This is an optimization exercise on Yosys and OpenROAD, whose aim is small area, a short achievable clock period and few clock cycles per item, not a production implementation. In this exercise RTL edits were held to simulation tests only and were not proved equivalent to the original.

<file path="flow/design.v">
package qoiPkg;
	typedef union packed {
		logic [31:0] word;
		struct packed {
			logic [7:0] r;
			logic [7:0] g;
			logic [7:0] b;
			logic [7:0] a;
		} ch;
	} qoiPixel;
	typedef enum logic [2:0] {
		opIndex,
		opDiff,
		opLuma,
		opRgb,
		opRgba
	} qoiOp;
	typedef enum logic [2:0] {
		stIdle,
		stClassify,
		stRunFlush,
		stChunk,
		stEnd,
		stDone
	} qoiState;
	typedef enum logic [1:0] {
		srcChunk,
		srcRun,
		srcEnd
	} qoiSource;
	typedef logic [5:0] qoiIndex;
endpackage
`timescale 1ns/1ns
module runCounter (
	input logic clk,
	input logic reset,
	input logic runInc,
	input logic runClear,
	output logic [5:0] runCount,
	output logic runFull
);
	logic atLimit;
	assign atLimit = (runCount == 6'(62 - 1));
	assign runFull = runInc && atLimit;
	always_ff @(posedge clk, posedge reset) begin
		if (reset) begin
			runCount <= 6'd0;
		end else if (runClear) begin
			runCount <= 6'd0;
		end else if (runInc) begin
			runCount <= runCount + 6'd1;
		end
	end
endmodule
`timescale 1ns/1ns
module pixelHistory (
	input logic clk,
	input logic reset,
	input logic [31:0] pixelData,
	input logic loadPixel,
	input logic commitPixel,
	output qoiPkg::qoiPixel curPixel,
	output qoiPkg::qoiPixel prevPixel,
	output qoiPkg::qoiIndex hashIndex,
	output logic indexHit,
	output logic samePixel
);
	logic [31:0] seenTable [64];
	logic [13:0] hashSum;
	logic tableWrite;
	always_ff @(posedge clk) begin
		if (loadPixel) begin
			curPixel <= pixelData;
		end
	end
	always_ff @(posedge clk, posedge reset) begin
		if (reset) begin
			prevPixel <= 32'h000000FF;
		end else if (commitPixel) begin
			prevPixel <= curPixel;
		end
	end
	assign hashSum = 14'(curPixel.ch.r) * 14'(3)
		+ 14'(curPixel.ch.g) * 14'(5)
		+ 14'(curPixel.ch.b) * 14'(7)
		+ 14'(curPixel.ch.a) * 14'(11);
	assign hashIndex = hashSum[5:0];
	assign indexHit = (seenTable[hashIndex] == curPixel.word);
	assign samePixel = (curPixel.word == prevPixel.word);
	assign tableWrite = commitPixel && !indexHit && !samePixel;
	always_ff @(posedge clk, posedge reset) begin
		if (reset) begin
			for (int i = 0; i < 64; i++) begin
				seenTable[i] <= 32'h0;
			end
		end else if (tableWrite) begin
			seenTable[hashIndex] <= curPixel.word;
		end
	end
endmodule
`timescale 1ns/1ns
module chunkFormatter (
	input qoiPkg::qoiPixel curPixel,
	input qoiPkg::qoiPixel prevPixel,
	input qoiPkg::qoiIndex hashIndex,
	input logic indexHit,
	input logic [2:0] step,
	output qoiPkg::qoiOp op,
	output logic [2:0] chunkLength,
	input logic [5:0] runCount,
	input qoiPkg::qoiSource byteSource,
	output logic [7:0] byteOut
);
	logic signed [8:0] dr, dg, db;
	logic signed [9:0] drg, dbg;
	logic [1:0] drBias, dgBias, dbBias;
	logic [5:0] dgLuma;
	logic [3:0] drgLuma, dbgLuma;
	logic isDiff, isLuma;
	logic [7:0] chunkByte;
	assign dr = $signed({1'b0, curPixel.ch.r}) - $signed({1'b0, prevPixel.ch.r});
	assign dg = $signed({1'b0, curPixel.ch.g}) - $signed({1'b0, prevPixel.ch.g});
	assign db = $signed({1'b0, curPixel.ch.b}) - $signed({1'b0, prevPixel.ch.b});
	assign drg = dr - dg;
	assign dbg = db - dg;
	assign isDiff = dr >= -(2) && dr < 2
		&& dg >= -(2) && dg < 2
		&& db >= -(2) && db < 2;
	assign isLuma = dg >= -(32) && dg < 32
		&& drg >= -(8) && drg < 8
		&& dbg >= -(8) && dbg < 8;
	assign drBias = 2'(dr + 2);
	assign dgBias = 2'(dg + 2);
	assign dbBias = 2'(db + 2);
	assign dgLuma = 6'(dg + 32);
	assign drgLuma = 4'(drg + 8);
	assign dbgLuma = 4'(dbg + 8);
	always_comb begin
		if (indexHit) begin
			op = qoiPkg::opIndex;
		end else if (curPixel.ch.a != prevPixel.ch.a) begin
			op = qoiPkg::opRgba;
		end else if (isDiff) begin
			op = qoiPkg::opDiff;
		end else if (isLuma) begin
			op = qoiPkg::opLuma;
		end else begin
			op = qoiPkg::opRgb;
		end
	end
	always_comb begin
		case (op)
			qoiPkg::opLuma: chunkLength = 3'd2;
			qoiPkg::opRgb: chunkLength = 3'd4;
			qoiPkg::opRgba: chunkLength = 3'd5;
			default: chunkLength = 3'd1;
		endcase
	end
	always_comb begin
		case (op)
			qoiPkg::opIndex: chunkByte = {2'b00, hashIndex};
			qoiPkg::opDiff: chunkByte = {2'b01, drBias, dgBias, dbBias};
			qoiPkg::opLuma: begin
				if (step == 3'd0) begin
					chunkByte = {2'b10, dgLuma};
				end else begin
					chunkByte = {drgLuma, dbgLuma};
				end
			end
			default: begin
				case (step)
					3'd0: chunkByte = (op == qoiPkg::opRgba) ? 8'hFF : 8'hFE;
					3'd1: chunkByte = curPixel.ch.r;
					3'd2: chunkByte = curPixel.ch.g;
					3'd3: chunkByte = curPixel.ch.b;
					default: chunkByte = curPixel.ch.a;
				endcase
			end
		endcase
	end
	always_comb begin
		case (byteSource)
			qoiPkg::srcRun: byteOut = {2'b11, runCount - 6'd1};
			qoiPkg::srcEnd: begin
				byteOut = (step == 3'(8 - 1)) ? 8'h01 : 8'h00;
			end
			default: byteOut = chunkByte;
		endcase
	end
endmodule
`timescale 1ns/1ns
module qoiControl (
	input logic clk,
	input logic reset,
	input logic pixelValid,
	input logic lastPixel,
	input logic runFull,
	input logic [5:0] runCount,
	input logic samePixel,
	input logic [2:0] chunkLength,
	output logic [2:0] step,
	output logic loadPixel,
	output logic commitPixel,
	output logic runInc,
	output logic runClear,
	output qoiPkg::qoiSource byteSource,
	output logic emit,
	output logic busy,
	output logic done
);
	qoiPkg::qoiState state, nextState;
	logic [2:0] nextStep;
	logic lastFlag;
	always_ff @(posedge clk, posedge reset) begin
		if (reset) begin
			state <= qoiPkg::stIdle;
			step <= 3'd0;
			lastFlag <= 1'b0;
		end else begin
			state <= nextState;
			step <= nextStep;
			if (loadPixel) begin
				lastFlag <= lastPixel;
			end
		end
	end
	always_comb begin
		nextState = state;
		nextStep = step;
		loadPixel = 1'b0;
		commitPixel = 1'b0;
		runInc = 1'b0;
		runClear = 1'b0;
		byteSource = qoiPkg::srcChunk;
		emit = 1'b0;
		case (state)
			qoiPkg::stIdle: begin
				if (pixelValid) begin
					loadPixel = 1'b1;
					nextState = qoiPkg::stClassify;
				end
			end
			qoiPkg::stClassify: begin
				nextStep = 3'd0;
				if (samePixel) begin
					runInc = 1'b1;
					commitPixel = 1'b1;
					if (runFull || lastFlag) begin
						nextState = qoiPkg::stRunFlush;
					end else begin
						nextState = qoiPkg::stIdle;
					end
				end else if (runCount != 6'd0) begin
					nextState = qoiPkg::stRunFlush;
				end else begin
					nextState = qoiPkg::stChunk;
				end
			end
			qoiPkg::stRunFlush: begin
				byteSource = qoiPkg::srcRun;
				emit = 1'b1;
				runClear = 1'b1;
				if (!samePixel) begin
					nextState = qoiPkg::stChunk;
				end else if (lastFlag) begin
					nextState = qoiPkg::stEnd;
				end else begin
					nextState = qoiPkg::stIdle;
				end
			end
			qoiPkg::stChunk: begin
				emit = 1'b1;
				if (step == chunkLength - 3'd1) begin
					commitPixel = 1'b1;
					nextStep = 3'd0;
					nextState = lastFlag ? qoiPkg::stEnd : qoiPkg::stIdle;
				end else begin
					nextStep = step + 3'd1;
				end
			end
			qoiPkg::stEnd: begin
				byteSource = qoiPkg::srcEnd;
				emit = 1'b1;
				if (step == 3'(8 - 1)) begin
					nextStep = 3'd0;
					nextState = qoiPkg::stDone;
				end else begin
					nextStep = step + 3'd1;
				end
			end
			qoiPkg::stDone: begin
				nextState = qoiPkg::stDone;
			end
			default: begin
				nextState = qoiPkg::stIdle;
			end
		endcase
	end
	assign busy = (state != qoiPkg::stIdle);
	assign done = (state == qoiPkg::stDone);
endmodule
`timescale 1ns/1ns
module qoiEncoder (
	input logic clk,
	input logic reset,
	input logic pixelValid,
	input logic [31:0] pixelData,
	input logic lastPixel,
	output logic busy,
	output logic byteValid,
	output logic [7:0] byteData,
	output logic done
);
	logic loadPixel, commitPixel;
	logic runInc, runClear, runFull;
	logic [5:0] runCount;
	logic emit;
	logic [7:0] byteOut;
	qoiPkg::qoiSource byteSource;
	qoiPkg::qoiPixel curPixel;
	qoiPkg::qoiPixel prevPixel;
	qoiPkg::qoiIndex hashIndex;
	logic indexHit;
	logic samePixel;
	qoiPkg::qoiOp op;
	logic [2:0] chunkLength;
	logic [2:0] step;
	qoiControl control (
		.clk(clk),
		.reset(reset),
		.pixelValid(pixelValid),
		.lastPixel(lastPixel),
		.runFull(runFull),
		.runCount(runCount),
		.samePixel(samePixel),
		.chunkLength(chunkLength),
		.step(step),
		.loadPixel(loadPixel),
		.commitPixel(commitPixel),
		.runInc(runInc),
		.runClear(runClear),
		.byteSource(byteSource),
		.emit(emit),
		.busy(busy),
		.done(done)
	);
	runCounter runs (
		.clk(clk),
		.reset(reset),
		.runInc(runInc),
		.runClear(runClear),
		.runCount(runCount),
		.runFull(runFull)
	);
	pixelHistory history (
		.clk(clk),
		.reset(reset),
		.pixelData(pixelData),
		.loadPixel(loadPixel),
		.commitPixel(commitPixel),
		.curPixel(curPixel),
		.prevPixel(prevPixel),
		.hashIndex(hashIndex),
		.indexHit(indexHit),
		.samePixel(samePixel)
	);
	chunkFormatter formatter (
		.curPixel(curPixel),
		.prevPixel(prevPixel),
		.hashIndex(hashIndex),
		.indexHit(indexHit),
		.step(step),
		.op(op),
		.chunkLength(chunkLength),
		.runCount(runCount),
		.byteSource(byteSource),
		.byteOut(byteOut)
	);
	always_ff @(posedge clk, posedge reset) begin
		if (reset) begin
			byteValid <= 1'b0;
		end else begin
			byteValid <= emit;
		end
	end
	always_ff @(posedge clk) begin
		byteData <= byteOut;
	end
endmodule
</file>
<file path="flow/run.sh">
#!/bin/bash
# synth_recipe.tcl (not shown) runs the flow's synth.tcl, then flattens the netlist and writes it again
# the make line also repeats each setting of config.mk as NAME=value (left out here)
make -C /OpenROAD-flow-scripts/flow DESIGN_CONFIG=/design/flow/config.mk WORK_HOME=/design/flow/orfs CLKGATE_MAP_FILE= SYNTH_SCRIPT=/design/flow/synth_recipe.tcl finish
</file>
<file path="flow/config.mk">
export PLATFORM = sky130hd
export DESIGN_NAME = qoiEncoder
export DESIGN_NICKNAME = qoiEncoder
export VERILOG_FILES = /design/flow/design.v
export SDC_FILE = /design/flow/constraint.sdc
export NUM_CORES = 4
export LEC_CHECK = 0
export CAP_MARGIN = 20
export CORE_MARGIN = 2
export CORE_UTILIZATION = 35
export SETUP_SLACK_MARGIN = 0.5
export SLEW_MARGIN = 20
</file>
<file path="flow/constraint.sdc">
create_clock -name core_clock -period 14.0 [get_ports {clk}]
set_input_delay 2.8000 -clock core_clock [delete_from_list [all_inputs] [get_ports {clk}]]
set_output_delay 2.8000 -clock core_clock [all_outputs]
set_load 0.01 [all_outputs]
</file>
==> impl_results.md <==
- Final WL: approximately 440 mm
- Max-Cap Viols: 0
- CTS clk-pin slew, worst paths: 0.07 ns
- Post-synth EDFFs: 32
- Simple-Gate Fraction of Synth Area: 4.95%
- Io pins: 47
- WP data required: between 10 and 15 ns
- Syn Nets: 7,922
- Crit Path Class: reg2reg
- Global-route usage over all layers: 30.2%
- Primary FF master, synth: dfrtp_1
- Setup bufs post-CTS: 0
- Num CTS Buffers: 223
- CTS Hold Bufs: 0
- Layout cell share with drive strength beyond 1: 22.3%
- Post-DR vias/cell: 6.45
- Later-pin clock latency in the skew report: slightly above 0.9 ns
- TritonCTS clock tree: built
- Slew @ Worst Pin: 1.36 ns
- Detailed Route Iter0 Violations: 10.9k
- Mean Syn Cell Area: 12.8 sq um
- Clock root cell: clkbuf_16
- Die Wd: 538 microns
- HP Class: reg2reg
- Final setup vio count: 0
- CP Launch Type: flop
- Adder-Cell Fraction of Synth Area: 1.48%
- CP peak stage delay: 0.95 ns
- # nets final: 7,862
- DRT antenna net count: 0
- Post-synthesis compound-gate area fraction: approximately a tenth
- Minimum clock period: 13.50 ns
- Endpoints failing hold: 0
- Post-synth top area share: 52.3%
- Register area share after synthesis: 53.6%
- H-tree levels: 4
- Final Skew: approximately 0.049 ns
- First-pass GRT wire length: roughly 610 mm
- Crit share post-route: 96.4%
- DRT Pass-1 Iters: 9
- Synth warn: 6
- Worst Path Arrival: 14.27 ns
- Syn Inst Count: between 7k and 8k
- Placer congestion estimate: 0.951
- Vias in the first global route: 73.7k
- Final hold slack: 0.481 ns
- Clock Sinks: 2,134
- Post-synthesis mux area share: 25.0%
- Yosys cell types: 93
- Largest family of logic cells by synthesized area: multiplexers
- Total Die Area: 0.289 sq mm
- Vias: 75.4k
- XOR/XNOR Fraction of Synth Area: less than 1%
- CP most frequent cell: fa_1
- Post-synth ARST share: 98.1%
- Core region area: roughly 0.28 sq mm
- Largest cells by area after synthesis: dfrtp_1 52%, mux2_1 15%, mux2_2 8.8%
- Number of port buffers: 46
- Die Ht: 538 microns
- Area leader, netlist: dfrtp_1
- CP max FO: 34
- Routed len/inst: 37.9 microns
- DRC violations left: 0
- Fin. max-slew vios: 0
- Starting Density: 35.1%
- Non-Filler Instances: 11.7k
- Slew headroom: 9.23%
- Largest net degree at the start of global routing: roughly 190
- Initial antenna violation count: 35
- Post-DP HPWL: between 200 and 300 mm
- Clk buf depth: 3
- Setup WS post-layout: about 0.5 ns
- # rows: 196
- Worst slack at placement: ~1.3 ns
- Area Growth Syn to Fin: 15.4%
- Placed cells: 11.3k
- Status: timing/DRC/antenna clean
- Crit. End Element: flop
- Slowest stage cell, crit path: a21oi_1
- Crit path max-delay family: adder cells
- Register bit count reported by yosys: 2,134
- Achievable clock frequency: 74.1 MHz
- TNS Setup: 0 ns
- Gr ovfl total: 0
- CP Buf/Inv Count: 10
- Post-cts sizing count: 0
- Fill count: around 26k
- Unrepaired setup endpoints after global routing: false
- Area of the mapped netlist: between 0.09 and 0.1 sq mm
==> placed cells by master, fill, tap and decap left out, drive strengths merged, types with 73 or more instances in the layout <==
master and n:
dfrtp 2086, mux2 2083, a22oi 470, buf 418, clkbuf 337, nand2 300, nor2 215, a21oi 167
o21ai 145, mux2i 142, nand3 127, inv 125, a22o 107, a221oi 78, nand4 76, ha 73
==> state kept, by name, indices dropped and copies added (netlist names) <==
name / count
byteData: 8
byteValid: 1
control.lastFlag: 1
control.state: 3
control.step: 3
history.curPixel: 32
history.prevPixel: 32
history.seenTable: 2048
runs.runCount: 6
==> worst paths after layout <==
check | end | from | depth (start not counted) | slack, ns
worst max register to register | history.seenTable[51][3] | history.curPixel[10] | 36 | 0.50
worst min-delay path | history.seenTable[11][29] | history.seenTable[11][29] | 1 | 0.48
worst max-delay path | history.seenTable[51][3] | history.curPixel[10] | 36 | 0.50
min in group asynchronous | history.seenTable[48][14] | reset | 2 | 2.40
worst min register to register | history.seenTable[11][29] | history.seenTable[11][29] | 1 | 0.48
max in group asynchronous | history.seenTable[15][19] | reset | 5 | 8.26
==> through the flow <==
step / util [%] / cell area, sq um
after floorplan: - / 99800
after global placement: 37.7 / 107000
after detailed placement: 37.7 / 107000
after CTS: 40.4 / 115000
after global routing: 40.5 / 115000
final: 40.5 / 115000
==> cells by family after synthesis <==
group	Yosys count
multiplexers	2225
flip-flops	2134
AO/OA/AOI/OAI	1387
AND/OR/NAND/NOR	983
buffers and inverters	871
adder cells (fa/ha/maj)	101
XOR/XNOR	84
==> final cells by class <==
cell class              count  area [sq um]  share of cell area [%]
well taps                3762          4710                    4.09
flip-flops and latches   2134         53500                    46.5
inverters                 122           462                   0.401
repair buffers            464          5220                    4.53
multi-input cells        4780         43400                    37.6
clock buffers             337          6680                    5.80
diodes                     24          60.1                  0.0521
clock inverters            77          1160                    1.01
==> Yosys cell counts, drive strengths merged (10+ instances only) <==
cell,instances
o221ai,24
a21oi,167
dfrtp,2086
or4,23
nand3,127
a32oi,25
edfxtp,32
a31oi,22
a221o,31
clkbuf,425
o2111ai,28
inv,122
ha,73
nor4,23
xnor2,60
o21ai,145
nor3,56
o32ai,12
fa,28
mux2i,142
a21o,17
nor2b,23
nand2b,13
a22o,107
o22ai,41
a22oi,470
a221oi,78
nor2,215
or3,11
a2111oi,25
and3,38
xor2,22
and2,10
o211ai,40
nand4,76
mux2,2083
a211oi,20
nand2,300
buf,324
a222oi,65
==> worst reg2reg max path, delay by kind of cell, from the launching register on <==
family | cells | cell delay (ns)
buf+inv | 10 | 2.70
fa+ha+maj | 7 | 3.23
mux | 2 | 0.99
compound gates | 4 | 2.22
simple gates | 10 | 2.73
xor+xnor | 3 | 1.05
flops | 1 | 0.41
==> routing by layer <==
layer / global-route usage, % / up-vias / part of all wire [%]
met1: 38.0 / 39700 / 37
met5: 0 / - / 0.019
met4: 21.5 / 14 / 8.7
met2: 43.5 / 5475 / 41
li1: - / 28700 / -
met3: 9.80 / 1564 / 13
Testbench counts, summed over its fixed seeds: cycles 84,766, pixels 22,418.

-- separate check: timing with driven ports --
The flow's constraints put no driver on any port. The routed layout listed below was extracted and timed again, unchanged, in two steps.
Step 1 (the two cells are an assumption about what drives the block):
set clk [get_ports {clk}]
set_driving_cell -lib_cell sky130_fd_sc_hd__clkbuf_16 $clk
set_driving_cell -lib_cell sky130_fd_sc_hd__buf_2 [delete_from_list [all_inputs] $clk]
Step 2 times the ports against the registers' clock, not the clock port: input delays grow and output delays shrink by t, the midpoint of the rising clock arrivals with the driver on.
Three values: ideal ports, drivers, drivers and shift; two values: the first two.
shift t [ns]: 1.004
setup WS [ns]: 0.502 / 0.502 / 0.502
slew at the worst register clock pin (ns): 0.07 / 0.07
After both steps this run still meets setup and hold. The setup slack of this run moves by 0.000 ns with the drivers and by 0.000 ns with both steps.
